What follows belongs to an exercise in optimizing a design on an open flow for small area, a short achievable clock period and few clock cycles; a production flow would make more cautious choices. RTL that was checked went through simulation tests only; none was proved equivalent to the original. Only the layout flow was run in run 6; the RTL was not checked for function there. Power figures rest on the tool's default switching activity, not on a simulated workload.

## design/flow/config.mk

```make
export PLATFORM = sky130hd
export DESIGN_NAME = battle_engine
export DESIGN_NICKNAME = battle_engine
export VERILOG_FILES = /design/flow/design.v
export SDC_FILE = /design/flow/constraint.sdc
export NUM_CORES = 4
export LEC_CHECK = 0
export ABC_AREA = 1
export CAP_MARGIN = 20
export CORE_MARGIN = 2
export CORE_UTILIZATION = 40
export CTS_BUF_LIST = sky130_fd_sc_hd__clkbuf_8
export CTS_CLUSTER_DIAMETER = 60
export CTS_CLUSTER_SIZE = 16
export SETUP_SLACK_MARGIN = 5
export SLEW_MARGIN = 20
```

## design/flow/constraint.sdc

```tcl
create_clock -name core_clock -period 18.0 [get_ports {clk_25MHz}]
set_input_delay 3.6000 -clock core_clock [delete_from_list [all_inputs] [get_ports {clk_25MHz}]]
set_output_delay 3.6000 -clock core_clock [all_outputs]
set_load 0.01 [all_outputs]
```

## design/flow/design.v

```verilog
package battle_pkg;
    localparam int x_w      = 10;
    localparam int hp_w     = 12;
    localparam int slot_cnt = 8;
    localparam int slot_w   = 3;
    localparam int type_w   = 2;
    localparam int uhp_w    = 8;    
    localparam int dmg_w    = 8;    
    localparam int thp_w    = 9;    
    localparam int cnt_w    = 4;    
    localparam logic [x_w-1:0]   enemy_spawn_x = 10'd10;
    localparam logic [x_w-1:0]   army_spawn_x  = 10'd570;
    localparam logic [thp_w-1:0] tower_hp_init = 9'd400;
    function automatic logic [uhp_w-1:0] unit_hp(input logic [type_w-1:0] t);
        case (t)
            2'd0: unit_hp = 8'd30;
            2'd1: unit_hp = 8'd80;
            2'd2: unit_hp = 8'd50;
            default: unit_hp = 8'd150;
        endcase
    endfunction
    function automatic logic [4:0] unit_atk(input logic [type_w-1:0] t);
        case (t)
            2'd0: unit_atk = 5'd6;
            2'd1: unit_atk = 5'd12;
            2'd2: unit_atk = 5'd9;
            default: unit_atk = 5'd25;
        endcase
    endfunction
    function automatic logic [cnt_w-1:0] unit_strike(input logic [type_w-1:0] t);
        case (t)
            2'd0: unit_strike = 4'd4;
            2'd1: unit_strike = 4'd6;
            2'd2: unit_strike = 4'd5;
            default: unit_strike = 4'd8;
        endcase
    endfunction
    function automatic logic [cnt_w-1:0] unit_last(input logic [type_w-1:0] t);
        case (t)
            2'd0: unit_last = 4'd7;
            2'd1: unit_last = 4'd11;
            2'd2: unit_last = 4'd9;
            default: unit_last = 4'd15;
        endcase
    endfunction
    function automatic logic [2:0] unit_speed(input logic [type_w-1:0] t);
        case (t)
            2'd0: unit_speed = 3'd6;
            2'd1: unit_speed = 3'd3;
            2'd2: unit_speed = 3'd4;
            default: unit_speed = 3'd2;
        endcase
    endfunction
    function automatic logic [6:0] unit_range(input logic [type_w-1:0] t);
        case (t)
            2'd0: unit_range = 7'd40;
            2'd1: unit_range = 7'd20;
            2'd2: unit_range = 7'd100;
            default: unit_range = 7'd25;
        endcase
    endfunction
endpackage
`timescale 1ns/1ps
module unit_squad #(
    parameter bit side_enemy = 1'b1
) (
    input  logic                          clk_25MHz,
    input  logic                          rst,
    input  logic                          start,
    input  logic                          spawn_go,
    input  logic [battle_pkg::type_w-1:0] spawn_type,
    input  logic                          frame_go,
    input  logic                          opp_alive,      
    input  logic [battle_pkg::x_w-1:0]    opp_front_x,    
    input  logic [battle_pkg::dmg_w-1:0]  dmg_in,         
    output logic                          has_free,
    output logic                          any_alive,
    output logic [battle_pkg::slot_w:0]   alive_count,
    output logic [battle_pkg::x_w-1:0]    front_x,
    output logic [battle_pkg::dmg_w-1:0]  dmg_unit,       
    output logic [battle_pkg::dmg_w-1:0]  dmg_tower       
);
    localparam int n  = battle_pkg::slot_cnt;
    localparam int xw = battle_pkg::x_w;
    localparam logic [xw-1:0] spawn_x = side_enemy ? battle_pkg::enemy_spawn_x :
                                                     battle_pkg::army_spawn_x;
    function automatic logic ge_f(input logic [10:0] a, input logic [10:0] b);
        ge_f = 1'b1;
        for (int k = 0; k < 11; k++)
            ge_f = (a[k] & ~b[k]) | (~(~a[k] & b[k]) & ge_f);
    endfunction
    function automatic logic [5:0] pair_atk(input logic [1:0] ta, input logic [1:0] tb);
        case ({ta, tb})
            4'h0: pair_atk = 6'd12;  4'h1: pair_atk = 6'd18;  4'h2: pair_atk = 6'd15;  4'h3: pair_atk = 6'd31;
            4'h4: pair_atk = 6'd18;  4'h5: pair_atk = 6'd24;  4'h6: pair_atk = 6'd21;  4'h7: pair_atk = 6'd37;
            4'h8: pair_atk = 6'd15;  4'h9: pair_atk = 6'd21;  4'ha: pair_atk = 6'd18;  4'hb: pair_atk = 6'd34;
            default: pair_atk = (tb == 2'd0) ? 6'd31 : (tb == 2'd1) ? 6'd37 : (tb == 2'd2) ? 6'd34 : 6'd50;
        endcase
    endfunction
    function automatic logic [9:0] spawn_r(input logic [1:0] t);
        if (side_enemy)
            case (t)
                2'd0: spawn_r = 10'd50;
                2'd1: spawn_r = 10'd30;
                2'd2: spawn_r = 10'd110;
                default: spawn_r = 10'd35;
            endcase
        else
            case (t)
                2'd0: spawn_r = 10'd530;
                2'd1: spawn_r = 10'd550;
                2'd2: spawn_r = 10'd470;
                default: spawn_r = 10'd545;
            endcase
    endfunction
    logic [n-1:0]                    alive_q;
    logic [battle_pkg::type_w-1:0]   type_q [n];
    logic [xw-1:0]                   r_q    [n];    
    logic [battle_pkg::uhp_w-1:0]    hp_q   [n];
    logic [battle_pkg::cnt_w-1:0]    c_q    [n];
    logic [battle_pkg::slot_w:0]     count_q;
    logic [xw-1:0]                   front_q;
    logic [n-1:0]                 opp_in, tower_in, strike;
    logic [xw-1:0]                r_nx   [n];
    logic [xw-1:0]                x_nx   [n];
    logic [battle_pkg::cnt_w-1:0] c_nx   [n];
    logic [4:0]                   atk    [n];
    for (genvar i = 0; i < n; i++) begin : g_step
        logic [battle_pkg::cnt_w-1:0] c;
        logic [xw-1:0] rng;
        logic go;
        assign c   = c_q[i];
        assign rng = xw'(battle_pkg::unit_range(type_q[i]));
        if (side_enemy) begin : g_e
            assign opp_in[i]   = opp_alive && ge_f(11'(r_q[i]), 11'(opp_front_x));
            assign tower_in[i] = (r_q[i] >= 10'd570);
            assign r_nx[i]     = (c == '0) && !go ?
                                 r_q[i] + xw'(battle_pkg::unit_speed(type_q[i])) : r_q[i];
            assign x_nx[i]     = r_nx[i] - rng;
        end else begin : g_a
            assign opp_in[i]   = opp_alive && ge_f(11'(opp_front_x), 11'(r_q[i]));
            assign tower_in[i] = (r_q[i] <= 10'd70);
            assign r_nx[i]     = (c == '0) && !go ?
                                 r_q[i] - xw'(battle_pkg::unit_speed(type_q[i])) : r_q[i];
            assign x_nx[i]     = r_nx[i] + rng;
        end
        assign go        = opp_in[i] || tower_in[i];
        assign strike[i] = alive_q[i] && (c == battle_pkg::unit_strike(type_q[i]));
        assign c_nx[i]   = (c == '0) ? {3'd0, go} :
                           (c == battle_pkg::unit_last(type_q[i])) ? '0 : c + 1'b1;
        assign atk[i]    = battle_pkg::unit_atk(type_q[i]);
    end
    logic [5:0] pu [4], pt [4];
    for (genvar k = 0; k < 4; k++) begin : g_pair
        logic [5:0] both;
        logic       u0, u1, t0, t1;
        assign both = pair_atk(type_q[2*k], type_q[2*k+1]);
        assign u0 = strike[2*k]   &&  opp_in[2*k];
        assign u1 = strike[2*k+1] &&  opp_in[2*k+1];
        assign t0 = strike[2*k]   && !opp_in[2*k];
        assign t1 = strike[2*k+1] && !opp_in[2*k+1];
        assign pu[k] = (u0 && u1) ? both : u0 ? 6'(atk[2*k]) : u1 ? 6'(atk[2*k+1]) : '0;
        assign pt[k] = (t0 && t1) ? both : t0 ? 6'(atk[2*k]) : t1 ? 6'(atk[2*k+1]) : '0;
    end
    assign dmg_unit  = (8'(pu[0]) + 8'(pu[1])) + (8'(pu[2]) + 8'(pu[3]));
    assign dmg_tower = (8'(pt[0]) + 8'(pt[1])) + (8'(pt[2]) + 8'(pt[3]));
    logic [n-1:0] beats [n];    
    logic [n-1:0] is_f, is_s;
    for (genvar i = 0; i < n; i++) begin : g_cmp
        for (genvar j = 0; j < n; j++) begin : g_j
            if (i < j) begin : g_lt
                assign beats[i][j] = side_enemy ? ge_f(11'(x_nx[i]), 11'(x_nx[j])) :
                                                  ge_f(11'(x_nx[j]), 11'(x_nx[i]));
            end else if (i > j) begin : g_gt
                assign beats[i][j] = !beats[j][i];
            end else begin : g_eq
                assign beats[i][j] = 1'b1;
            end
        end
        assign is_f[i] = alive_q[i] && &(beats[i] | ~alive_q);
        assign is_s[i] = alive_q[i] && !is_f[i] && &(beats[i] | ~alive_q | is_f);
    end
    logic [battle_pkg::uhp_w-1:0] f_hp;
    logic [xw-1:0]                f_x, s_x;
    logic [battle_pkg::uhp_w:0]   hp_left;
    logic                         kill;
    logic [n-1:0]                 k_hit;    
    always_comb begin
        f_hp = '0;
        f_x  = '0;
        s_x  = '0;
        for (int i = 0; i < n; i++) begin
            f_hp = f_hp | (is_f[i] ? hp_q[i] : '0);
            f_x  = f_x  | (is_f[i] ? x_nx[i] : '0);
            s_x  = s_x  | (is_s[i] ? x_nx[i] : '0);
        end
        if (!(|is_f)) f_x = spawn_x;
        if (!(|is_s)) s_x = spawn_x;
    end
    assign hp_left = {1'b0, f_hp} - {1'b0, dmg_in};
    for (genvar i = 0; i < n; i++) begin : g_kill
        assign k_hit[i] = ge_f(11'(dmg_in), 11'(hp_q[i]));
    end
    assign kill    = |(is_f & k_hit);
    logic [n-1:0] free_1h;
    always_comb begin
        free_1h = '0;
        for (int i = n - 1; i >= 0; i--)
            if (!alive_q[i]) free_1h = n'(1) << i;
    end
    logic [battle_pkg::slot_w:0] count_m1;
    assign count_m1    = count_q - 1'b1;
    assign alive_count = count_q;
    assign has_free    = !count_q[battle_pkg::slot_w];
    assign any_alive   = |count_q;
    assign front_x     = front_q;
    always_ff @(posedge clk_25MHz) begin
        if (rst || start) begin
            alive_q <= '0;
            count_q <= '0;
            front_q <= spawn_x;
        end else if (frame_go) begin
            alive_q <= alive_q & ~(kill ? is_f : '0);
            if (kill) count_q <= count_m1;
            front_q <= kill ? s_x : f_x;
        end else if (spawn_go) begin
            alive_q <= alive_q | free_1h;
            count_q <= count_q + 1'b1;
        end
    end
    logic [battle_pkg::uhp_w-1:0] hp_wr;
    assign hp_wr = frame_go ? hp_left[battle_pkg::uhp_w-1:0] : battle_pkg::unit_hp(spawn_type);
    for (genvar i = 0; i < n; i++) begin : g_slot
        always_ff @(posedge clk_25MHz)
            if ((spawn_go && free_1h[i]) || (frame_go && is_f[i]))
                hp_q[i] <= hp_wr;
        always_ff @(posedge clk_25MHz) begin
            if (spawn_go && free_1h[i]) begin
                type_q[i] <= spawn_type;
                r_q[i]    <= spawn_r(spawn_type);
                c_q[i]    <= '0;
            end else if (frame_go) begin
                r_q[i] <= r_nx[i];
                c_q[i] <= c_nx[i];
            end
        end
    end
endmodule
`timescale 1ns/1ps
module battle_referee (
    input  logic                         clk_25MHz,
    input  logic                         rst,
    input  logic                         start,
    input  logic                         frame_valid,
    input  logic                         spawn_valid,
    input  logic                         spawn_enemy,
    input  logic                         has_free_e,
    input  logic                         has_free_a,
    input  logic [battle_pkg::dmg_w-1:0] dmg_tower_e,    
    input  logic [battle_pkg::dmg_w-1:0] dmg_tower_a,    
    output logic                         frame_ready,
    output logic                         spawn_ready,
    output logic                         frame_go,
    output logic                         spawn_go_e,
    output logic                         spawn_go_a,
    output logic [battle_pkg::hp_w-1:0]  tower_hp_enemy,
    output logic [battle_pkg::hp_w-1:0]  tower_hp_army,
    output logic                         game_win,
    output logic                         game_lose
);
    logic                         run_q;    
    logic [battle_pkg::thp_w-1:0] tw_e_q, tw_a_q;
    logic [battle_pkg::thp_w-1:0] tw_e_nx, tw_a_nx;
    assign frame_ready = run_q;
    assign spawn_ready = run_q && (spawn_enemy ? has_free_e : has_free_a);
    assign frame_go    = frame_valid && run_q;
    assign spawn_go_e  = spawn_valid && spawn_enemy && run_q && has_free_e;
    assign spawn_go_a  = spawn_valid && !spawn_enemy && run_q && has_free_a;
    logic fall_e, fall_a;
    assign fall_a  = (battle_pkg::thp_w'(dmg_tower_e) >= tw_a_q);
    assign fall_e  = (battle_pkg::thp_w'(dmg_tower_a) >= tw_e_q);
    assign tw_a_nx = fall_a ? '0 : tw_a_q - battle_pkg::thp_w'(dmg_tower_e);
    assign tw_e_nx = fall_e ? '0 : tw_e_q - battle_pkg::thp_w'(dmg_tower_a);
    always_ff @(posedge clk_25MHz) begin
        if (rst) begin
            run_q     <= 1'b0;
            game_win  <= 1'b0;
            game_lose <= 1'b0;
            tw_e_q    <= '0;
            tw_a_q    <= '0;
        end else if (start) begin
            run_q     <= 1'b1;
            game_win  <= 1'b0;
            game_lose <= 1'b0;
            tw_e_q    <= battle_pkg::tower_hp_init;
            tw_a_q    <= battle_pkg::tower_hp_init;
        end else if (frame_go) begin
            tw_e_q <= tw_e_nx;
            tw_a_q <= tw_a_nx;
            if (fall_a) begin   
                game_lose <= 1'b1;
                run_q     <= 1'b0;
            end else if (fall_e) begin
                game_win <= 1'b1;
                run_q    <= 1'b0;
            end
        end
    end
    assign tower_hp_enemy = {tw_e_q, 3'b000} + {2'b00, tw_e_q, 1'b0};
    assign tower_hp_army  = {tw_a_q, 3'b000} + {2'b00, tw_a_q, 1'b0};
endmodule
`timescale 1ns/1ps
module battle_engine (
    input  logic                          clk_25MHz,
    input  logic                          rst,
    input  logic                          start,
    input  logic                          frame_valid,
    output logic                          frame_ready,
    input  logic                          spawn_valid,
    output logic                          spawn_ready,
    input  logic                          spawn_enemy,
    input  logic [battle_pkg::type_w-1:0] spawn_type,
    output logic [battle_pkg::hp_w-1:0]   tower_hp_enemy,
    output logic [battle_pkg::hp_w-1:0]   tower_hp_army,
    output logic [battle_pkg::slot_w:0]   enemy_count,
    output logic [battle_pkg::slot_w:0]   army_count,
    output logic [battle_pkg::x_w-1:0]    enemy_front_x,
    output logic [battle_pkg::x_w-1:0]    army_front_x,
    output logic                          game_win,
    output logic                          game_lose
);
    logic                           frame_go;
    logic                           spawn_go_e;
    logic                           spawn_go_a;
    logic                           has_free_e;
    logic                           has_free_a;
    logic                           alive_e;
    logic                           alive_a;
    logic [battle_pkg::dmg_w-1:0]   dmg_unit_e;
    logic [battle_pkg::dmg_w-1:0]   dmg_tower_e;
    logic [battle_pkg::dmg_w-1:0]   dmg_unit_a;
    logic [battle_pkg::dmg_w-1:0]   dmg_tower_a;
    unit_squad #(.side_enemy(1'b1)) u_enemy (
        .clk_25MHz(clk_25MHz), .rst(rst), .start(start),
        .spawn_go(spawn_go_e), .spawn_type(spawn_type), .frame_go(frame_go),
        .opp_alive(alive_a), .opp_front_x(army_front_x), .dmg_in(dmg_unit_a),
        .has_free(has_free_e), .any_alive(alive_e), .alive_count(enemy_count),
        .front_x(enemy_front_x), .dmg_unit(dmg_unit_e), .dmg_tower(dmg_tower_e)
    );
    unit_squad #(.side_enemy(1'b0)) u_army (
        .clk_25MHz(clk_25MHz), .rst(rst), .start(start),
        .spawn_go(spawn_go_a), .spawn_type(spawn_type), .frame_go(frame_go),
        .opp_alive(alive_e), .opp_front_x(enemy_front_x), .dmg_in(dmg_unit_e),
        .has_free(has_free_a), .any_alive(alive_a), .alive_count(army_count),
        .front_x(army_front_x), .dmg_unit(dmg_unit_a), .dmg_tower(dmg_tower_a)
    );
    battle_referee u_ref (
        .clk_25MHz(clk_25MHz), .rst(rst), .start(start),
        .frame_valid(frame_valid), .spawn_valid(spawn_valid), .spawn_enemy(spawn_enemy),
        .has_free_e(has_free_e), .has_free_a(has_free_a),
        .dmg_tower_e(dmg_tower_e), .dmg_tower_a(dmg_tower_a),
        .frame_ready(frame_ready), .spawn_ready(spawn_ready), .frame_go(frame_go),
        .spawn_go_e(spawn_go_e), .spawn_go_a(spawn_go_a),
        .tower_hp_enemy(tower_hp_enemy), .tower_hp_army(tower_hp_army),
        .game_win(game_win), .game_lose(game_lose)
    );
endmodule
```

## design/flow/flow/run.sh

```bash
#!/bin/bash
set -euo pipefail
R=orfs/results/$FLOW_PLATFORM/battle_engine/base
L=orfs/logs/$FLOW_PLATFORM/battle_engine/base
LIB=$FLOW_HOME/platforms/$FLOW_PLATFORM/lib/sky130_fd_sc_hd__tt_025C_1v80.lib
YOSYS=$(command -v yosys || echo "$FLOW_HOME/../tools/install/yosys/bin/yosys")

bash standard.sh synth > standard_synth.log 2>&1

cp $R/1_2_yosys.v $R/1_2_yosys_standard.v
DU=$(grep -o -- "-dont_use [^ ]*" $L/1_2_yosys.log | sort -u | tr '\n' ' ')
KEEP=$(grep -o "sky130_fd_sc_hd__[a-z0-9_]*" $R/1_2_yosys_standard.v | sort -u \
       | grep -E "__(df|edf|sdf|dl|conb)" | tr '\n' ' ')
sed -e "s#@LIB@#$LIB#g" -e "s#@DU@#$DU#" -e "s#@KEEP@#$KEEP#" \
    -e "s#@IN@#$R/1_2_yosys_standard.v#" -e "s#@OUT@#$R/1_2_yosys.v#" \
    flow/remap.ys > remap_run.ys
"$YOSYS" -s remap_run.ys > remap.log 2>&1
rm -f $R/1_synth.odb $R/1_synth.sdc

bash standard.sh SETUP_SLACK_MARGIN=10.6 \
    'BUFFER_PORTS_ARGS=-buffer_cell sky130_fd_sc_hd__buf_2' \
    'PLACE_PINS_ARGS=-group_pins {spawn_enemy spawn_ready}' \
    finish > standard_make.log 2>&1
```

## design/flow/flow/remap.ys

```
# Re-map the combinational logic of the standard synthesis netlist with an
# area-oriented ABC script. Registers (and tie cells) are kept as they are:
# same instances, names and cell types.
read_liberty -ignore_miss_func @LIB@
read_verilog @IN@
hierarchy -top battle_engine
blackbox @KEEP@
flatten
opt_clean -purge
abc -liberty @LIB@ @DU@ -script +strash;dc2;dch;map,-B,0.5;topo;
splitnets
opt_clean -purge
hilomap -singleton -hicell sky130_fd_sc_hd__conb_1 HI -locell sky130_fd_sc_hd__conb_1 LO
insbuf -buf sky130_fd_sc_hd__buf_4 A X
opt_clean -purge
tee -o remap_stat.txt stat -liberty @LIB@
write_verilog -noattr -noexpr -nohex -nodec @OUT@
```

## design/flow/standard.sh

```bash
#!/bin/bash
# synth_recipe.tcl (not shown) runs the flow's synth.tcl, then flattens the netlist and writes it again
# the make line also repeats each setting of config.mk as NAME=value (left out here)
make -C /OpenROAD-flow-scripts/flow DESIGN_CONFIG=/design/flow/config.mk WORK_HOME=/design/flow/orfs CLKGATE_MAP_FILE= SYNTH_SCRIPT=/design/flow/synth_recipe.tcl "${@:-finish}"
```

==> out/qor.yml, run 1 <==
status: "timing/DRC/antenna clean"
switchingPower_mw: 2.774
nNetsFinal: 8457
startpoint_type: "primary input"
synthCells: 8167
wl_per_cell_um: 26.89
period_share_pct: 42.59
fin_skew_ns: 0.08423
via_count: 63310
max_stage_delay_ns: 0.16
start_util_pct: 40.13
worstSetupPathType: "in -> out"
grt_max_degree: 47
rr_startpoint: "u_army.type_q[1][0]"
cp_cell_sequence: "buf_12 -> clkinv_8 -> nor2_4 -> o21a_1 -> buf_2"
max_cap_violations: 0
setup_slack_ns: 10.33
ir_drop_mv: 0.07076
clkPwrFrac_pct: 20.5
intPower_mw: 2.484
clock_path_buffers: 3
hold_viol: 0
final_util_pct: 45.57
slew_headroom_pct: 14.51
cts_htree_levels: 3
die_x_um: 355.8
gp_congestion: 1.086
yosysWarnings: 25
firstDrtPassIters: 10
setup-violations-final: 0
clk_pin_slew_ns: 0.09
place_ws_ns: 8.567
max_freq_mhz: 130.5
cp_max_fo: 2
cts_buffers: 70
dp_cells: 9951
cp_slowest_cell: "o21a_1"
clock_latency_ns: 0.85
drtAntennaViolNets: 0
crit_required_ns: 14.40
powerDensity_nw_per_um2: 93.58
netlist_area_um2: 49490
min_to: "u_ref.game_lose"
cts_tree: "done"
reg2reg_depth: 37
cts-root-buf: "clkbuf_8"
r2r-end: "u_army.front_q[2]"
p_leak_nw: 23.13
detailed_place_hpwl_um: 210500
pwr-share-seq_pct: 25.6
io_buffers: 61
io_pins: 64
cp_top_family: "buffers and inverters"
worstMarginPinSlew_ns: 1.269
antenna_found_initial: 9
startpoint: "spawn_enemy"
grt-ovfl-total: 0
area_growth_syn_to_layout_pct: 13.54
first_iter_violations: 7823
swShare_pct: 52.76
viasPerCell: 6.237
synth.avg_cell_area_um2: 6.060
critPathCaptureType: "output pin"
fp-row-count: 129
slew_viol_final: 0
critical_path_buf_inv_count: 3
grt_pass1_wl_um: 389600
rsz0062_at_grt: "yes"
hp-start: "u_ref.game_lose"
combPwrFrac_pct: 53.9
drc: 0
min_path_type: "reg -> reg"
crit_arrival_ns: 4.07
fin_hold_ws_ns: 0.4443
final_layout_size_suffix_gt1_share_pct: 10.25
die_area_um2: 126600
final_cell_count_no_fill: 10150
tns_ns: 0
die_h_um: 355.8
hold_depth: 2
cts_sinks: 449
coreArea_um2: 123300
track_usage_pct: 41.54
grt_pass1_vias: 57920
min_period_ns: 7.666
r2r_slack_ns: 10.79
routed_wl_um: 272900
final cells by class:
class	count	area [um^2]
Sequential cell	449	12210
Multi-Input combinational cell	6704	34630
Timing Repair Buffer	243	1710
Fill cell	13300	67120
Antenna cell	7	17.52
Clock buffer	71	977.2
Inverter	981	3941
Tap cell	1637	2048
Clock inverter	58	651.9
worst register-to-register path: cells and delay by family (launching register included):
family | cells | cell delay [ns]
AOI/OAI and AO/OA | 9 | 1.73
buffers and inverters | 7 | 1.51
DFF | 1 | 0.47
and+or+nand+nor | 21 | 3.37
state kept, by name, summed over array words and instances, names as in the netlist:
name and count:
u_enemy.front_q 10, u_army.r_q 80, u_enemy.hp_q 64, u_ref.run_q 1, u_ref.game_win 1, u_army.c_q 32, u_enemy.count_q 4, u_army.alive_q 8
u_army.hp_q 64, u_ref.tw_a_q 9, u_army.front_q 10, u_enemy.r_q 80, u_ref.game_lose 1, u_enemy.alive_q 8, u_army.type_q 16, u_enemy.c_q 32
u_enemy.type_q 16, u_army.count_q 4, u_ref.tw_e_q 9
metal layers:
| layer | up-vias | routed length, um | GRT usage [%] | part of all wire [%] |
|---|---|---|---|---|
| met3 | 1066 | 24790 | 7.693 | 9.1 |
| met2 | 3747 | 118500 | 65.34 | 43 |
| li1 | 28990 | - | - | - |
| met1 | 29500 | 100200 | 48.63 | 37 |
| met5 | - | 33 | 0 | 0.012 |
| met4 | 2 | 29360 | 36.29 | 11 |
how the worst max path moves through the flow:
stage / to / slack [ns] / depth (start not counted)
final: spawn_ready / 10.33 / 5
after global routing: spawn_ready / 10.32 / 5
after CTS: spawn_ready / 10.33 / 5
after detailed placement: u_enemy.hp_q[2][6] / 8.57 / 30
after global placement: u_enemy.count_q[3] / 8.55 / 34
after floorplan: spawn_ready / 10.52 / 3
power groups by stage:
stage	registers (mW)	logic (mW)	clock network [mW]
after global routing	1.36	3.01	1.12
after global placement	1.36	2.63	0
after CTS	1.34	2.66	1.09
after detailed placement	1.36	2.64	0
after floorplan	1.33	1.69	0
final	1.34	2.83	1.08
stage by stage:
stage / cell area (um^2) / power [mW]
final: 56190 / 5.258
after CTS: 54870 / 5.089
after floorplan: 49520 / 3.018
after detailed placement: 52580 / 3.998
after global routing: 56190 / 5.492
after global placement: 52570 / 3.992
timing repair:
item	in CTS	in global routing
endpoints found under the hold margin	0	0
endpoints found under the setup margin	280	197
hold buffers	0	0
buffers inserted	16	46
gates resized for setup	191	269
pin swaps	3	17
cells in the final DEF, fill, tap and decap left out, drive strengths merged, types with 34 or more instances in the layout:
cell	count
a21boi	34
a21oi	377
a22oi	204
a31oi	40
buf	243
clkbuf	71
clkinv	950
clkinvlp	42
dfxtp	129
edfxtp	320
inv	41
nand2	2793
nand3	923
nand4	207
nor2	666
nor3	47
o211ai	85
o21ai	483
o221ai	73
o22ai	195
or2	56
xnor2	64
xnor3	35
xor2	141
Testbench counts, summed over its fixed seeds: cycles 24,292.
==> run 2, diff against run 1 <==
--- a/design/flow/flow/run.sh
+++ b/design/flow/flow/run.sh
@@ -19,3 +19,3 @@
 
-bash standard.sh SETUP_SLACK_MARGIN=10.6 \
+bash standard.sh SETUP_SLACK_MARGIN=9.8 \
     'BUFFER_PORTS_ARGS=-buffer_cell sky130_fd_sc_hd__buf_2' \
--- a/design/flow/config.mk
+++ b/design/flow/config.mk
@@ -12,4 +12,2 @@
 export CTS_BUF_LIST = sky130_fd_sc_hd__clkbuf_8
-export CTS_CLUSTER_DIAMETER = 60
-export CTS_CLUSTER_SIZE = 16
 export SETUP_SLACK_MARGIN = 5
==> out/qor.yml, run 2 <==
clk_pin_slew_ns: 0.07  # was 0.09 ns
period_share_pct: 45.54  # was 42.59%
grt_pass1_vias: 58050  # was 57920
startpoint_type: "flop"  # was primary input
detailed_place_hpwl_um: 213500  # was 210500 um
viasPerCell: 6.236  # was 6.237
start_util_pct: 40.13  # unchanged
synth.avg_cell_area_um2: 6.060  # unchanged
min_period_ns: 8.197  # was 7.666 ns
n_fill_cell: 13370  # was 13300
crit_arrival_ns: 8.88  # was 4.07 ns
firstDrtPassIters: 7  # was 10
via_count: 63360  # was 63310
antenna_found_initial: 9  # unchanged
powerDensity_nw_per_um2: 96.42  # was 93.58 nW/um^2
clock_path_buffers: 3  # unchanged
hold_viol: 0  # unchanged
die_h_um: 355.8  # unchanged
routed_wl_um: 277400  # was 272900 um
max_stage_delay_ns: 0.53  # was 0.16 ns
grt_pass1_wl_um: 395400  # was 389600 um
area_growth_syn_to_layout_pct: 11.69  # was 13.54%
max_cap_violations: 0  # unchanged
max_freq_mhz: 122.0  # was 130.5 MHz
crit_required_ns: 18.68  # was 14.40 ns
crit_top_cell: "nand2_1"
min_path_type: "reg -> reg"  # unchanged
fp-row-count: 129  # unchanged
setup-violations-final: 0  # unchanged
critPathCaptureType: "flop"  # was output pin
cts_sinks: 449  # unchanged
gp_congestion: 1.103  # was 1.086
final_cell_mix: "nand2_1, clkinv_1, nand3_1"  # was nand2_1, nand3_1, clkinv_1
netlist_area_um2: 49490  # unchanged
clock_latency_ns: 0.84  # was 0.85 ns
cts-hold-fix-buffers: 0  # unchanged
tns_ns: 0  # unchanged
final_layout_size_suffix_gt1_share_pct: 7.526  # was 10.25%
grt-ovfl-total: 0  # unchanged
slew_headroom_pct: 17.38  # was 14.51%
cts_buffers: 91  # was 70
dp_cells: 9957  # was 9951
top_regs: "u_army.r_q (80), u_enemy.r_q (80)"  # unchanged
nNetsFinal: 8446  # was 8457
first_iter_violations: 8615  # was 7823
drc: 0  # unchanged
final_cell_count_no_fill: 10160  # was 10150
total_power_mw: 5.330  # was 5.258 mW
coreArea_um2: 123300  # unchanged
cts-root-buf: "clkbuf_8"  # unchanged
drtAntennaViolNets: 0  # unchanged
fin_skew_ns: 0.04846  # was 0.08423 ns
track_usage_pct: 42.34  # was 41.54%
worstMarginPinSlew_ns: 1.231  # was 1.269 ns
worstSetupPathType: "reg -> reg"  # was in -> out
cp_slowest_cell: "nor3b_2"  # was o21a_1
synthCells: 8167  # unchanged
grt_max_degree: 80  # was 47
cts_tree: "done"  # unchanged
yosysWarnings: 25  # unchanged
io_buffers: 61  # unchanged
cp_max_fo: 10  # was 2
die_x_um: 355.8  # unchanged
status: "timing/DRC/antenna clean"  # unchanged
rsz0062_at_grt: "yes"  # unchanged
p_leak_nw: 22.98  # was 23.13 nW
io_pins: 64  # unchanged
die_area_um2: 126600  # unchanged
cts_htree_levels: 3  # unchanged
slew_viol_final: 0  # unchanged
layout_commonest_cell: "nand2_1"  # unchanged
wl_per_cell_um: 27.30  # was 26.89 um
ir_drop_mv: 0.06891  # was 0.07076 mV
## run 2: cell count changes in the layout (fill, tap and decap cells not counted), moves of 23 or more
cell	previous run	this run
buf_4	174	148
nand2_1	2673	2753
nor2_1	615	641
clkbuf_8	71	104
clkinv_1	890	949
nand2_2	96	39
nand2_4	24	1
## run 2: power breakdown
group	switching, mW	internal, mW	total [mW]
registers	0.121	1.22	1.35
clock network	0.571	0.619	1.19
logic	2.06	0.736	2.79
## run 2: what timing repair did
item	CTS	global route
resized for setup	36	128
buffers inserted	0	23
pin swaps	0	3
endpoints found under the setup margin	104	140
## run 2: per-stage QoR
| stage | hold WS (ns) | setup WS [ns] | cell area [um^2] | utilization, % |
|---|---|---|---|---|
| after global placement | 0.4415 | 8.569 | 52610 | 42.67 |
| after global routing | 0.4856 | 9.674 | 55260 | 44.82 |
| after CTS | 0.4509 | 9.805 | 54640 | 44.31 |
| after floorplan | 0.4667 | 10.21 | 49500 | - |
| after detailed placement | 0.4429 | 8.490 | 52620 | 42.67 |
| final | 0.4461 | 9.803 | 55280 | 44.83 |
## run 2: layer usage
metal,global-route usage (%),routed length [um]
met2,66.65,120600
met3,8.922,27510
met5,0,29
met4,36.34,28540
met1,49.09,100700
## run 2: path summary, 6_finish.rpt
| check | start | to | slack [ns] | cells past startpoint |
|---|---|---|---|---|
| max | u_enemy.front_q[3] | u_army.front_q[2] | 9.80 | 38 |
| min | u_ref.game_lose | u_ref.game_lose | 0.45 | 2 |
| max reg2reg | u_enemy.front_q[3] | u_army.front_q[2] | 9.80 | 38 |
| min reg2reg | u_ref.game_lose | u_ref.game_lose | 0.45 | 2 |
## run 2: worst max-delay path: cells and delay by family, from the launching register on
family	cells	cell delay [ns]
compound gates	10	2.05
simple gates	22	4.04
flops	1	0.31
buf+inv	6	1.62
## run 2: layout make-up
class	instances	area, um^2	share of cell area [%]
Multi-Input combinational cell	6704	33850	61.23
Sequential cell	449	12200	22.06
Inverter	981	3817	6.906
Tap cell	1637	2048	3.705
Timing Repair Buffer	211	1444	2.612
Clock buffer	104	1431	2.589
Clock inverter	68	478.0	0.8647
Antenna cell	6	15.01	0.02716
==> run 3, diff against run 2 <==
--- a/design/flow/flow/run.sh
+++ b/design/flow/flow/run.sh
@@ -19,3 +19,3 @@
 
-bash standard.sh SETUP_SLACK_MARGIN=9.8 \
+bash standard.sh SETUP_SLACK_MARGIN=10.3 \
     'BUFFER_PORTS_ARGS=-buffer_cell sky130_fd_sc_hd__buf_2' \
==> out/qor.yml, run 3 <==
start_util_pct: 40.13  # unchanged
min_period_ns: 7.675  # was 8.197 ns
cts_sinks: 449  # unchanged
slew_viol_final: 0  # unchanged
wl_per_cell_um: 27.75  # was 27.30 um
routed_wl_um: 282600  # was 277400 um
setup-violations-final: 0  # unchanged
tns_ns: 0  # unchanged
grt_pass1_vias: 58460  # was 58050
powerDensity_nw_per_um2: 97.69  # was 96.42 nW/um^2
intPower_mw: 2.683  # was 2.580 mW
worstSetupPathType: "in -> out"  # was reg -> reg
yosysWarnings: 25  # unchanged
synthCells: 8167  # unchanged
netlist_area_um2: 49490  # unchanged
fp-row-count: 129  # unchanged
layout_commonest_cell: "nand2_1"  # unchanged
max_freq_mhz: 130.3  # was 122.0 MHz
ir_drop_mv: 0.07424  # was 0.06891 mV
grt-ovfl-total: 0  # unchanged
max_cap_violations: 0  # unchanged
clk_pin_slew_ns: 0.06  # was 0.07 ns
cts_htree_levels: 3  # unchanged
final_cell_mix: "nand2_1, nand3_1, clkinv_1"  # was nand2_1, clkinv_1, nand3_1
hold_viol: 0  # unchanged
synth.avg_cell_area_um2: 6.060  # unchanged
pwr-share-seq_pct: 24.6  # was 25.2%
cp_max_fo: 2  # was 10
crit_arrival_ns: 4.07  # was 8.88 ns
die_h_um: 355.8  # unchanged
cts_buffers: 93  # was 91
die_area_um2: 126600  # unchanged
detailed_place_hpwl_um: 218600  # was 213500 um
die_x_um: 355.8  # unchanged
combPwrFrac_pct: 52.2  # was 52.4%
final_layout_size_suffix_gt1_share_pct: 9.460  # was 7.526%
firstDrtPassIters: 7  # unchanged
dp_cells: 9954  # was 9957
p_leak_nw: 23.28  # was 22.98 nW
period_share_pct: 42.64  # was 45.54%
startpoint_type: "primary input"  # was flop
critPathCaptureType: "output pin"  # was flop
drtAntennaViolNets: 0  # unchanged
crit_required_ns: 14.40  # was 18.68 ns
status: "timing/DRC/antenna clean"  # unchanged
grt_max_degree: 72  # was 80
first_iter_violations: 8231  # was 8615
cts-hold-fix-buffers: 0  # unchanged
area_growth_syn_to_layout_pct: 13.61  # was 11.69%
gp_congestion: 1.090  # was 1.103
coreArea_um2: 123300  # unchanged
viasPerCell: 6.266  # was 6.236
final_cell_count_no_fill: 10180  # was 10160
worstMarginPinSlew_ns: 1.302  # was 1.231 ns
io_pins: 64  # unchanged
clock_latency_ns: 0.91  # was 0.84 ns
min_path_type: "reg -> reg"  # unchanged
slew_headroom_pct: 13.21  # was 17.38%
clock_path_buffers: 3  # unchanged
grt_pass1_wl_um: 400600  # was 395400 um
drc: 0  # unchanged
rsz0062_at_grt: "yes"  # unchanged
track_usage_pct: 43.09  # was 42.34%
switchingPower_mw: 2.810  # was 2.750 mW
nNetsFinal: 8469  # was 8446
io_buffers: 61  # unchanged
fin_skew_ns: 0.09099  # was 0.04846 ns
swShare_pct: 51.16  # was 51.60%
clkPwrFrac_pct: 23.3  # was 22.3%
antenna_found_initial: 14  # was 9
cts-root-buf: "clkbuf_8"  # unchanged
cts_tree: "done"  # unchanged
via_count: 63800  # was 63360
top_regs: "u_army.r_q (80), u_enemy.r_q (80)"  # unchanged
==> run 3: cell types whose count changed in the layout (fill, tap and decap cells not counted), moves of 6 or more <==
cell        previous run  this run
nand2_1             2753      2699
clkinv_1             949       905
nand2_2               39        77
nor2_1               641       621
clkinvlp_4            30        49
buf_4                148       165
nand2_4                1        17
nor2_2                20        36
clkinv_2              30        45
o21ai_0              477       466
o21ai_1                5        15
nand3_1              921       914
nand3_2                2         8
==> run 3: routing by layer <==
metal  GRT usage, %  wire length [um]
met5              0                59
met1          49.85            102200
met2          68.27            123900
met4          37.59             29630
met3          8.307             26810
==> run 3: power groups by stage <==
stage	clock network, mW	logic [mW]	registers, mW
6_report	1.28	2.87	1.35
5_1_grt	1.33	3.03	1.36
4_1_cts	1.28	2.70	1.34
3_5_place_dp	0	2.68	1.36
3_3_place_gp	0	2.68	1.37
2_1_floorplan	0	1.69	1.33
==> run 3: layout make-up <==
class                   instances  area, um^2
well taps                    1637        2048
fillers                     13310       67090
flip-flops and latches        449       12200
clock buffers                 106        1459
inverters                     981        3918
repair buffers                232        1638
diodes                          5       12.51
multi-input cells            6704       34310
clock inverters                69       643.1
==> run 3: critical path, stage by stage <==
cell    delay [ns]
buf_6         0.10
inv_2         0.04
nor2_2        0.03
o21a_1        0.18
buf_2         0.13
==> run 3: timing repair <==
item	in CTS	in global routing
gates resized for setup	121	223
endpoints found under the setup margin	205	182
setup buffers	9	39
endpoints found under the hold margin	0	0
gates cloned	0	0
pin swaps	2	7
==> run 3: path summary, 6_finish.rpt <==
check,to,slack [ns],cells past startpoint,startpoint
worst max register to register,u_army.front_q[1],10.45,36,u_army.type_q[2][1]
worst max-delay path,spawn_ready,10.33,5,spawn_enemy
worst min register to register,u_ref.game_lose,0.45,2,u_ref.game_lose
worst min-delay path,u_ref.game_lose,0.45,2,u_ref.game_lose
==> run 3: through the flow <==
step / setup WS (ns) / total power, mW / util, % / area, um^2 / hold WS [ns]
after detailed placement: 8.234 / 4.048 / 42.66 / 52610 / 0.4388
after global placement: 8.278 / 4.046 / 42.63 / 52570 / 0.4331
after floorplan: 10.49 / 3.018 / - / 49500 / 0.4667
final: 10.33 / 5.493 / 45.60 / 56230 / 0.4541
after CTS: 10.30 / 5.331 / 44.69 / 55110 / 0.4529
after global routing: 10.11 / 5.726 / 45.59 / 56220 / 0.4920
==> run 4, diff against run 3 <==
--- a/design/flow/flow/run.sh
+++ b/design/flow/flow/run.sh
@@ -19,3 +19,3 @@
 
-bash standard.sh SETUP_SLACK_MARGIN=10.3 \
+bash standard.sh SETUP_SLACK_MARGIN=10.4 \
     'BUFFER_PORTS_ARGS=-buffer_cell sky130_fd_sc_hd__buf_2' \
--- a/design/flow/config.mk
+++ b/design/flow/config.mk
@@ -11,3 +11,5 @@
 export CORE_UTILIZATION = 40
-export CTS_BUF_LIST = sky130_fd_sc_hd__clkbuf_8
+export CTS_BUF_LIST = sky130_fd_sc_hd__clkbuf_16
+export CTS_CLUSTER_DIAMETER = 100
+export CTS_CLUSTER_SIZE = 24
 export SETUP_SLACK_MARGIN = 5
==> out/qor.yml, run 4 <==
status: "timing/DRC/antenna clean"  # unchanged
nNetsFinal: 8427  # was 8469
firstDrtPassIters: 9  # was 7
tns_ns: 0  # unchanged
powerDensity_nw_per_um2: 92.96  # was 97.69 nW/um^2
crit_required_ns: 14.40  # about the same
area_growth_syn_to_layout_pct: 12.89  # was 13.61%
netlist_area_um2: 49490  # unchanged
clock_path_buffers: 3  # unchanged
hp-start: "u_ref.game_lose"  # unchanged
synthCells: 8167  # unchanged
grt_pass1_vias: 58110  # was 58460
gp_congestion: 1.090  # unchanged
max_freq_mhz: 130.4  # was 130.3 MHz
combPwrFrac_pct: 55.5  # was 52.2%
routed_wl_um: 282200  # was 282600 um
synth.avg_cell_area_um2: 6.060  # unchanged
final_cell_mix: "nand2_1, nand3_1, clkinv_1"  # unchanged
die_x_um: 355.8  # unchanged
fin_skew_ns: 0.05725  # was 0.09099 ns
layout_commonest_cell: "nand2_1"  # unchanged
cts_buffers: 37  # was 93
drc: 0  # unchanged
slew_headroom_pct: 18.96  # was 13.21%
setup-violations-final: 0  # unchanged
hold_viol: 0  # unchanged
grt_pass1_wl_um: 399700  # was 400600 um
worstMarginPinSlew_ns: 1.216  # was 1.302 ns
slew_viol_final: 0  # unchanged
intPower_mw: 2.423  # was 2.683 mW
io_buffers: 61  # unchanged
cp_cell_sequence: "buf_8 -> inv_4 -> nor2_4 -> o21a_1 -> buf_2"  # was buf_6 -> inv_2 -> nor2_2 -> o21a_1 -> buf_2
clk_pin_slew_ns: 0.11  # was 0.06 ns
cts_tree: "done"  # unchanged
min_period_ns: 7.666  # was 7.675 ns
startpoint_type: "primary input"  # unchanged
detailed_place_hpwl_um: 218600  # unchanged
start_util_pct: 40.13  # unchanged
ir_drop_mv: 0.08527  # was 0.07424 mV
coreArea_um2: 123300  # unchanged
p_leak_nw: 22.91  # was 23.28 nW
max_cap_violations: 0  # unchanged
first_iter_violations: 8037  # was 8231
placed_area_um2: 52610  # unchanged
max_stage_delay_ns: 0.16  # was 0.18 ns
reg2reg_depth: 38  # was 36
clkPwrFrac_pct: 18.6  # was 23.3%
total_power_mw: 5.194  # was 5.493 mW
wl_per_cell_um: 27.97  # was 27.75 um
cts_htree_levels: 2  # was 3
min_to: "u_ref.game_lose"  # unchanged
io_pins: 64  # unchanged
hold_depth: 2  # unchanged
cts-root-buf: "clkbuf_16"  # was clkbuf_8
cp_max_fo: 2  # unchanged
antenna_found_initial: 11  # was 14
fp-row-count: 129  # unchanged
track_usage_pct: 42.90  # was 43.09%
critPathCaptureType: "output pin"  # unchanged
viasPerCell: 6.302  # was 6.266
grt_max_degree: 72  # unchanged
drtAntennaViolNets: 0  # unchanged
cp_slowest_cell: "o21a_1"  # unchanged
top_regs: "u_army.r_q (80), u_enemy.r_q (80)"  # unchanged
yosysWarnings: 25  # unchanged
pwr-share-seq_pct: 25.9  # was 24.6%
r2r_slack_ns: 10.56  # was 10.45 ns
grt-ovfl-total: 0  # unchanged
die_h_um: 355.8  # unchanged
crit_arrival_ns: 4.07  # about the same
period_share_pct: 42.59  # was 42.64%
clock_latency_ns: 0.68  # was 0.91 ns
r2r-end: "u_army.front_q[9]"  # was u_army.front_q[1]
rr_startpoint: "u_enemy.front_q[5]"  # was u_army.type_q[2][1]
fin_area_um2: 55870  # was 56230 um^2
swShare_pct: 53.34  # was 51.16%
worstSetupPathType: "in -> out"  # unchanged
via_count: 63600  # was 63800
die_area_um2: 126600  # unchanged
rsz0062_at_grt: "yes"  # unchanged
switchingPower_mw: 2.771  # was 2.810 mW
min_path_type: "reg -> reg"  # unchanged
final_layout_size_suffix_gt1_share_pct: 9.387  # was 9.460%
cts_sinks: 449  # unchanged
## run 4: repair_timing
item	4_1_cts	5_1_grt
hold buffers	0	0
pin swaps	4	14
buffers inserted	21	41
cloned	0	1
endpoints found under the setup margin	228	188
resized for setup	143	295
## run 4: worst max-delay path by stage
stage / from / to / slack, ns
4_1_cts: spawn_enemy / spawn_ready / 10.33
5_1_grt: spawn_enemy / spawn_ready / 10.31
2_1_floorplan: spawn_enemy / spawn_ready / 10.49
3_5_place_dp: u_enemy.front_q[3] / u_army.hp_q[0][6] / 8.23
6_report: spawn_enemy / spawn_ready / 10.33
3_3_place_gp: u_enemy.front_q[3] / u_army.hp_q[7][6] / 8.28
## run 4: power by group through the flow
| stage | clock, mW | combinational [mW] | sequential [mW] |
|---|---|---|---|
| after floorplan | 0 | 1.69 | 1.33 |
| after global placement | 0 | 2.68 | 1.37 |
| after detailed placement | 0 | 2.68 | 1.36 |
| after CTS | 0.972 | 2.70 | 1.34 |
| after global routing | 1.00 | 3.05 | 1.36 |
| final | 0.964 | 2.88 | 1.35 |
## run 4: critical path, delay by kind of cell
kind | cells | cell delay [ns]
buffers and inverters | 3 | 0.28
AO/OA/AOI/OAI | 1 | 0.16
AND/OR/NAND/NOR | 1 | 0.03
## run 4: metal layers
metal	vias to the layer above	global-route usage [%]	share of wire (%)	wire length, um
li1	28910	-	-	-
met1	29630	49.85	36	102000
met2	3944	68.31	44	123500
met3	1107	7.565	9.4	26490
met4	6	37.20	11	30250
met5	-	0	0.014	40
## run 4: cell type report
class,count,area [um^2]
multi-input cells,6704,34570
inverters,981,3956
flip-flops and latches,449,12200
diodes,6,15.01
clock buffers,40,1001
fillers,13280,67440
repair inverters,1,7.507
repair buffers,245,1735
clock inverters,28,336.6
well taps,1637,2048
## run 4: per-stage QoR
| step | util (%) | setup slack [ns] | hold WS [ns] | std cells |
|---|---|---|---|---|
| final | 45.31 | 10.33 | 0.4587 | 10090 |
| after global routing | 45.30 | 10.31 | 0.4982 | 10090 |
| after CTS | 44.18 | 10.33 | 0.4584 | 10040 |
| after detailed placement | 42.66 | 8.234 | 0.4388 | 9954 |
| after global placement | 42.63 | 8.278 | 0.4331 | 9953 |
| after floorplan | - | 10.49 | 0.4667 | 8168 |
==> run 5, diff against run 4 <==
--- a/design/flow/flow/run.sh
+++ b/design/flow/flow/run.sh
@@ -19,3 +19,3 @@
 
-bash standard.sh SETUP_SLACK_MARGIN=10.4 \
+bash standard.sh SETUP_SLACK_MARGIN=10.6 \
     'BUFFER_PORTS_ARGS=-buffer_cell sky130_fd_sc_hd__buf_2' \
==> out/qor.yml, run 5 <==
status: "timing/DRC/antenna clean"  # unchanged
start_util_pct: 40.13  # unchanged
die_x_um: 355.8  # unchanged
drc: 0  # unchanged
fin_skew_ns: 0.06242  # was 0.05725 ns
p_leak_nw: 22.95  # was 22.91 nW
layout_commonest_cell: "nand2_1"  # unchanged
setup-violations-final: 0  # unchanged
detailed_place_hpwl_um: 210500  # was 218600 um
grt_max_degree: 47  # was 72
hold_depth: 2  # unchanged
min_path_type: "reg -> reg"  # unchanged
clock_path_buffers: 3  # unchanged
critPathCaptureType: "output pin"  # unchanged
via_count: 63230  # was 63600
wl_per_cell_um: 26.96  # was 27.97 um
cts_htree_levels: 2  # unchanged
antenna_found_initial: 11  # unchanged
placed_area_um2: 52580  # was 52610 um^2
final_cell_mix: "nand2_1, nand3_1, clkinv_1"  # unchanged
rsz0062_at_grt: "yes"  # unchanged
cts_buffers: 35  # was 37
nNetsFinal: 8422  # was 8427
grt_pass1_wl_um: 388100  # was 399700 um
cp_max_fo: 2  # unchanged
routed_wl_um: 271800  # was 282200 um
first_iter_violations: 8062  # was 8037
top_regs: "u_army.r_q (80), u_enemy.r_q (80)"  # unchanged
place_ws_ns: 8.567  # was 8.234 ns
clk_pin_slew_ns: 0.08  # was 0.11 ns
coreArea_um2: 123300  # unchanged
fin_area_um2: 55830  # was 55870 um^2
die_h_um: 355.8  # unchanged
track_usage_pct: 41.31  # was 42.90%
ir_drop_mv: 0.07921  # was 0.08527 mV
slew_headroom_pct: 13.34  # was 18.96%
slew_viol_final: 0  # unchanged
cts-root-buf: "clkbuf_16"  # unchanged
worstSetupPathType: "in -> out"  # unchanged
reg2reg_depth: 33  # was 38
cts_sinks: 449  # unchanged
grt-ovfl-total: 0  # unchanged
tns_ns: 0  # unchanged
final_layout_size_suffix_gt1_share_pct: 9.621  # was 9.387%
yosysWarnings: 25  # unchanged
max_freq_mhz: 130.4  # about the same
powerDensity_nw_per_um2: 91.77  # was 92.96 nW/um^2
period_share_pct: 42.61  # was 42.59%
startpoint_type: "primary input"  # unchanged
drtAntennaViolNets: 0  # unchanged
firstDrtPassIters: 7  # was 9
grt_pass1_vias: 57470  # was 58110
viasPerCell: 6.272  # was 6.302
hold_viol: 0  # unchanged
synth.avg_cell_area_um2: 6.060  # unchanged
multi_input_area_um2: 34660  # was 34570 um^2
clock_latency_ns: 0.67  # was 0.68 ns
synthCells: 8167  # unchanged
io_pins: 64  # unchanged
io_buffers: 61  # unchanged
worstMarginPinSlew_ns: 1.286  # was 1.216 ns
gp_congestion: 1.086  # was 1.090
crit_arrival_ns: 4.07  # about the same
fp-row-count: 129  # unchanged
area_growth_syn_to_layout_pct: 12.82  # was 12.89%
cts_tree: "done"  # unchanged
netlist_area_um2: 49490  # unchanged
max_cap_violations: 0  # unchanged
min_period_ns: 7.670  # was 7.666 ns
setup_slack_ns: 10.33  # about the same
die_area_um2: 126600  # unchanged
n_fill_cell: 13270  # was 13280
seqCellArea_um2: 12210  # was 12200 um^2
crit_required_ns: 14.40  # about the same
-- run 5: cell count changes in the layout (fill, tap and decap cells not counted), sizes merged --
cell | previous run | this run
clkinv | 924 | 939
clkbuf | 40 | 37
buf | 245 | 243
diode | 6 | 5
bufinv | 0 | 2
inv | 31 | 29
clkinvlp | 55 | 37
-- run 5: what timing repair did --
action                                 CTS  global route
cloned                                   0             0
setup endpoints to repair              287           205
hold buffers                             0             0
resized for setup                      185           283
endpoints found under the hold margin    0             0
setup buffers                           13            50
pin swaps                                2            16
-- run 5: routing by layer --
metal / track usage (%) / wire length, um / vias to the layer above
li1: - / - / 28880
met1: 48.66 / 99820 / 29490
met2: 65.67 / 119200 / 3809
met3: 7.058 / 24740 / 1050
met4: 34.71 / 28020 / 8
met5: 0 / 60 / -
-- run 5: stage by stage --
step / utilization [%] / hold slack, ns / cells / power [mW]
detailed placement: 42.64 / 0.4362 / 9951 / 3.998
finish: 45.28 / 0.4433 / 10080 / 5.124
floorplan: - / 0.4667 / 8168 / 3.018
global route: 45.27 / 0.4625 / 10080 / 5.349
global placement: 42.63 / 0.4300 / 9951 / 3.992
CTS: 44.15 / 0.4484 / 10030 / 4.945
-- run 5: path summary, 6_finish.rpt --
kind | start | endpoint | slack, ns
worst max-delay path | spawn_enemy | spawn_ready | 10.33
worst min-delay path | u_ref.game_lose | u_ref.game_lose | 0.44
worst max register to register | u_army.count_q[0] | u_army.front_q[5] | 10.80
worst min register to register | u_ref.game_lose | u_ref.game_lose | 0.44
-- run 5: layout make-up --
cell class	instances	share of cell area, %
multi-input combinational	6704	62.07
inverter	981	7.052
timing repair buffer	243	3.068
clock inverter	26	0.5894
antenna	5	0.02241
clock buffer	37	1.658
tap	1637	3.668
sequential	449	21.87
-- run 5: worst max-delay path, stage by stage --
cell      delay [ns]
buf_12          0.11
clkinv_8        0.04
nor2_4          0.02
o21a_1          0.17
buf_2           0.13
-- run 5: report_power, final --
part / internal (mW) / total, mW / switching [mW] / leakage (nW)
clock network: 0.432 / 0.938 / 0.506 / 0.624
registers: 1.22 / 1.34 / 0.123 / 4.00
logic: 0.766 / 2.84 / 2.08 / 18.3
total: 2.42 / 5.12 / 2.70 / 22.9
==> run 6, diff against run 5 <==
--- a/design/flow/design.v
+++ b/design/flow/design.v
@@ -91,26 +91,2 @@
     endfunction
-    function automatic logic [5:0] pair_atk(input logic [1:0] ta, input logic [1:0] tb);
-        case ({ta, tb})
-            4'h0: pair_atk = 6'd12;  4'h1: pair_atk = 6'd18;  4'h2: pair_atk = 6'd15;  4'h3: pair_atk = 6'd31;
-            4'h4: pair_atk = 6'd18;  4'h5: pair_atk = 6'd24;  4'h6: pair_atk = 6'd21;  4'h7: pair_atk = 6'd37;
-            4'h8: pair_atk = 6'd15;  4'h9: pair_atk = 6'd21;  4'ha: pair_atk = 6'd18;  4'hb: pair_atk = 6'd34;
-            default: pair_atk = (tb == 2'd0) ? 6'd31 : (tb == 2'd1) ? 6'd37 : (tb == 2'd2) ? 6'd34 : 6'd50;
-        endcase
-    endfunction
-    function automatic logic [9:0] spawn_r(input logic [1:0] t);
-        if (side_enemy)
-            case (t)
-                2'd0: spawn_r = 10'd50;
-                2'd1: spawn_r = 10'd30;
-                2'd2: spawn_r = 10'd110;
-                default: spawn_r = 10'd35;
-            endcase
-        else
-            case (t)
-                2'd0: spawn_r = 10'd530;
-                2'd1: spawn_r = 10'd550;
-                2'd2: spawn_r = 10'd470;
-                default: spawn_r = 10'd545;
-            endcase
-    endfunction
     logic [n-1:0]                    alive_q;
@@ -156,3 +132,3 @@
         logic       u0, u1, t0, t1;
-        assign both = pair_atk(type_q[2*k], type_q[2*k+1]);
+        assign both = 6'(atk[2*k]) + 6'(atk[2*k+1]);
         assign u0 = strike[2*k]   &&  opp_in[2*k];
@@ -186,3 +162,2 @@
     logic                         kill;
-    logic [n-1:0]                 k_hit;    
     always_comb begin
@@ -200,6 +175,3 @@
     assign hp_left = {1'b0, f_hp} - {1'b0, dmg_in};
-    for (genvar i = 0; i < n; i++) begin : g_kill
-        assign k_hit[i] = ge_f(11'(dmg_in), 11'(hp_q[i]));
-    end
-    assign kill    = |(is_f & k_hit);
+    assign kill    = (|alive_q) && (hp_left[battle_pkg::uhp_w] || hp_left[battle_pkg::uhp_w-1:0] == '0);
     logic [n-1:0] free_1h;
@@ -230,8 +202,3 @@
     end
-    logic [battle_pkg::uhp_w-1:0] hp_wr;
-    assign hp_wr = frame_go ? hp_left[battle_pkg::uhp_w-1:0] : battle_pkg::unit_hp(spawn_type);
     for (genvar i = 0; i < n; i++) begin : g_slot
-        always_ff @(posedge clk_25MHz)
-            if ((spawn_go && free_1h[i]) || (frame_go && is_f[i]))
-                hp_q[i] <= hp_wr;
         always_ff @(posedge clk_25MHz) begin
@@ -239,3 +206,5 @@
                 type_q[i] <= spawn_type;
-                r_q[i]    <= spawn_r(spawn_type);
+                r_q[i]    <= side_enemy ? spawn_x + xw'(battle_pkg::unit_range(spawn_type)) :
+                                          spawn_x - xw'(battle_pkg::unit_range(spawn_type));
+                hp_q[i]   <= battle_pkg::unit_hp(spawn_type);
                 c_q[i]    <= '0;
@@ -244,2 +213,4 @@
                 c_q[i] <= c_nx[i];
+                if (is_f[i])
+                    hp_q[i] <= hp_left[battle_pkg::uhp_w-1:0];
             end
--- a/design/flow/config.mk
+++ b/design/flow/config.mk
@@ -11,5 +11,3 @@
 export CORE_UTILIZATION = 40
-export CTS_BUF_LIST = sky130_fd_sc_hd__clkbuf_16
-export CTS_CLUSTER_DIAMETER = 100
-export CTS_CLUSTER_SIZE = 24
+export CTS_BUF_LIST = sky130_fd_sc_hd__clkbuf_8
 export SETUP_SLACK_MARGIN = 5
==> out/qor.yml, run 6 <==
ir_drop_mv: 0.09949  # was 0.07921 mV
gp_congestion: 1.105  # was 1.086
via_count: 64560  # was 63230
area_growth_syn_to_layout_pct: 19.55  # was 12.82%
dp_cells: 9836  # was 9951
start_util_pct: 40.40  # was 40.13%
cp_slowest_cell: "o21a_1"  # unchanged
hp-start: "u_enemy.c_q[5][3]"  # was u_ref.game_lose
p_leak_nw: 24.47  # was 22.95 nW
grt-ovfl-total: 0  # unchanged
min_to: "u_enemy.c_q[5][3]"  # was u_ref.game_lose
crit_required_ns: 14.40  # about the same
clk_pin_slew_ns: 0.05  # was 0.08 ns
max_freq_mhz: 130.3  # was 130.4 MHz
swShare_pct: 52.40  # was 52.77%
max_stage_delay_ns: 0.17  # about the same
min_period_ns: 7.676  # was 7.670 ns
clock_latency_ns: 0.84  # was 0.67 ns
crit_arrival_ns: 4.08  # was 4.07 ns
cts_sinks: 449  # unchanged
cp_max_fo: 2  # unchanged
die_h_um: 352.6  # was 355.8 um
hold_viol: 0  # unchanged
cts_buffers: 89  # was 35
tns_ns: 0  # unchanged
nNetsFinal: 8524  # was 8422
antenna_found_initial: 14  # was 11
rsz0062_at_grt: "yes"  # unchanged
cts-root-buf: "clkbuf_8"  # was clkbuf_16
final_cell_count_no_fill: 10210  # was 10080
worstSetupPathType: "in -> out"  # unchanged
final_layout_size_suffix_gt1_share_pct: 14.56  # was 9.621%
min_path_type: "reg -> reg"  # unchanged
place_ws_ns: 6.584  # was 8.567 ns
netlist_area_um2: 48600  # was 49490 um^2
fin_skew_ns: 0.07330  # was 0.06242 ns
intPower_mw: 2.614  # was 2.420 mW
setup_slack_ns: 10.32  # was 10.33 ns
pwr-share-seq_pct: 24.3  # was 26.2%
status: "timing/DRC/antenna clean"  # unchanged
synthCells: 8057  # was 8167
final_util_pct: 48.30  # was 45.28%
die_x_um: 352.6  # was 355.8 um
viasPerCell: 6.323  # was 6.272
die_area_um2: 124300  # was 126600 um^2
setup-violations-final: 0  # unchanged
wl_per_cell_um: 28.81  # was 26.96 um
fp-row-count: 127  # was 129
r2r-end: "u_army.front_q[1]"  # was u_army.front_q[5]
grt_pass1_vias: 57460  # was 57470
rr_startpoint: "u_enemy.front_q[7]"  # was u_army.count_q[0]
reg2reg_depth: 38  # was 33
clkPwrFrac_pct: 19.7  # was 18.3%
slew_viol_final: 0  # unchanged
drc: 0  # unchanged
critical_path_buf_inv_count: 3  # unchanged
clock_path_buffers: 3  # unchanged
io_pins: 64  # unchanged
seqCellArea_um2: 12220  # was 12210 um^2
multi_input_area_um2: 34950  # was 34660 um^2
switchingPower_mw: 2.878  # was 2.704 mW
critPathCaptureType: "output pin"  # unchanged
io_buffers: 61  # unchanged
detailed_place_hpwl_um: 226700  # was 210500 um
grt_max_degree: 44  # was 47
cp_cell_sequence: "buf_12 -> clkinv_8 -> nor2_4 -> o21a_1 -> buf_2"  # unchanged
cts_htree_levels: 3  # was 2
cts_tree: "done"  # unchanged
first_iter_violations: 8996  # was 8062
track_usage_pct: 44.88  # was 41.31%
startpoint_type: "primary input"  # unchanged
period_share_pct: 42.65  # was 42.61%
final_cell_mix: "nand2_1, clkinv_1, nand3_1"  # was nand2_1, nand3_1, clkinv_1
cp_top_family: "buffers and inverters"  # unchanged
slew_headroom_pct: 10.66  # was 13.34%
layout_commonest_cell: "nand2_1"  # unchanged
hold_depth: 2  # unchanged
synth.avg_cell_area_um2: 6.032  # was 6.060 um^2
firstDrtPassIters: 9  # was 7
n_fill_cell: 12840  # was 13270
drtAntennaViolNets: 0  # unchanged
coreArea_um2: 120300  # was 123300 um^2
grt_pass1_wl_um: 408800  # was 388100 um
yosysWarnings: 25  # unchanged
combPwrFrac_pct: 56.0  # was 55.5%
powerDensity_nw_per_um2: 94.52  # was 91.77 nW/um^2
routed_wl_um: 294200  # was 271800 um
max_cap_violations: 0  # unchanged
r2r_slack_ns: 10.57  # was 10.80 ns
worstMarginPinSlew_ns: 1.328  # was 1.286 ns
top_regs: "u_army.r_q (80), u_enemy.r_q (80)"  # unchanged
[run 6: tightest hold or removal path: cells and delay by family (launching register included)]
kind	cells	cell delay, ns
flops	1	0.31
simple gates	2	0.10
[run 6: metrics by stage]
stage          hold slack [ns]  total power, mW  cell area (um^2)
6_report                0.4600            5.491             58100
5_1_grt                 0.4777            5.689             58090
4_1_cts                 0.4633            5.151             55140
3_5_place_dp            0.4557            4.016             51860
3_3_place_gp            0.4367            4.015             51810
2_1_floorplan           0.4267            3.002             48630
[run 6: layout make-up]
| cell class | count | area share [%] |
|---|---|---|
| multi-input cells | 6605 | 60.15 |
| flip-flops and latches | 449 | 21.03 |
| inverters | 974 | 6.965 |
| repair buffers | 397 | 5.378 |
| well taps | 1612 | 3.472 |
| clock buffers | 101 | 2.393 |
| clock inverters | 65 | 0.5815 |
| diodes | 7 | 0.03015 |
[run 6: what timing repair did]
item | 4_1_cts | 5_1_grt
pin swaps | 13 | 80
endpoints found under the setup margin | 297 | 109
gates cloned | 0 | 4
gates resized for setup | 382 | 479
setup buffers | 57 | 140
hold buffers | 0 | 0
[run 6: per-layer routing]
layer / share of wire [%] / global-route usage [%]
met1: 36 / 52.86
met2: 42 / 68.04
met3: 11 / 10.97
met4: 11 / 39.42
met5: 0.034 / 0
[run 6: power groups by stage]
stage | clock, mW | combinational, mW | sequential (mW)
finish | 1.08 | 3.08 | 1.33
global route | 1.12 | 3.22 | 1.35
CTS | 1.08 | 2.74 | 1.33
detailed placement | 0 | 2.66 | 1.35
global placement | 0 | 2.66 | 1.35
floorplan | 0 | 1.68 | 1.32
[run 6: worst max path at each step]
stage / start / to / slack [ns] / depth (start not counted)
after CTS: spawn_enemy / spawn_ready / 10.32 / 5
after detailed placement: u_army.front_q[4] / u_enemy.front_q[4] / 6.58 / 40
after global routing: spawn_enemy / spawn_ready / 10.31 / 5
after floorplan: spawn_enemy / spawn_ready / 10.52 / 3
final: spawn_enemy / spawn_ready / 10.32 / 5
after global placement: u_army.front_q[1] / u_enemy.front_q[4] / 6.20 / 42

==> static timing again, ports no longer ideal <==
The results above use ideal ports. As a check the final layouts listed here were re-extracted and re-timed, cells and wires unchanged. Step 1: set_driving_cell puts a clkbuf_16 on clk_25MHz and a buf_2 on each other input, an assumption about the parent block. Step 2 also shifts input and output timing later by t, the mid clock arrival at the registers, as if the neighbouring blocks saw the same clock. Slacks: ideal / step 1 / step 2; pairs: ideal / step 1.
run | shift t [ns] | setup slack, ns | worst register clock-pin slew, ns
run 1 | 0.886 | 10.334 / 10.287 / 10.165 | 0.10 / 0.10
run 2 | 0.897 | 9.803 / 9.803 / 9.803 | 0.09 / 0.09
run 3 | 0.936 | 10.325 / 10.294 / 10.077 | 0.09 / 0.09
run 4 | 0.728 | 10.334 / 10.296 / 9.821 | 0.11 / 0.11
run 5 | 0.719 | 10.330 / 10.282 / 10.276 | 0.11 / 0.11
run 6 | 0.887 | 10.324 / 10.268 / 9.594 | 0.08 / 0.08
After both steps setup and hold are still met in every run listed. The setup slack of run 6, which loses most, moves by -0.056 ns with the drivers and by -0.730 ns with both steps.
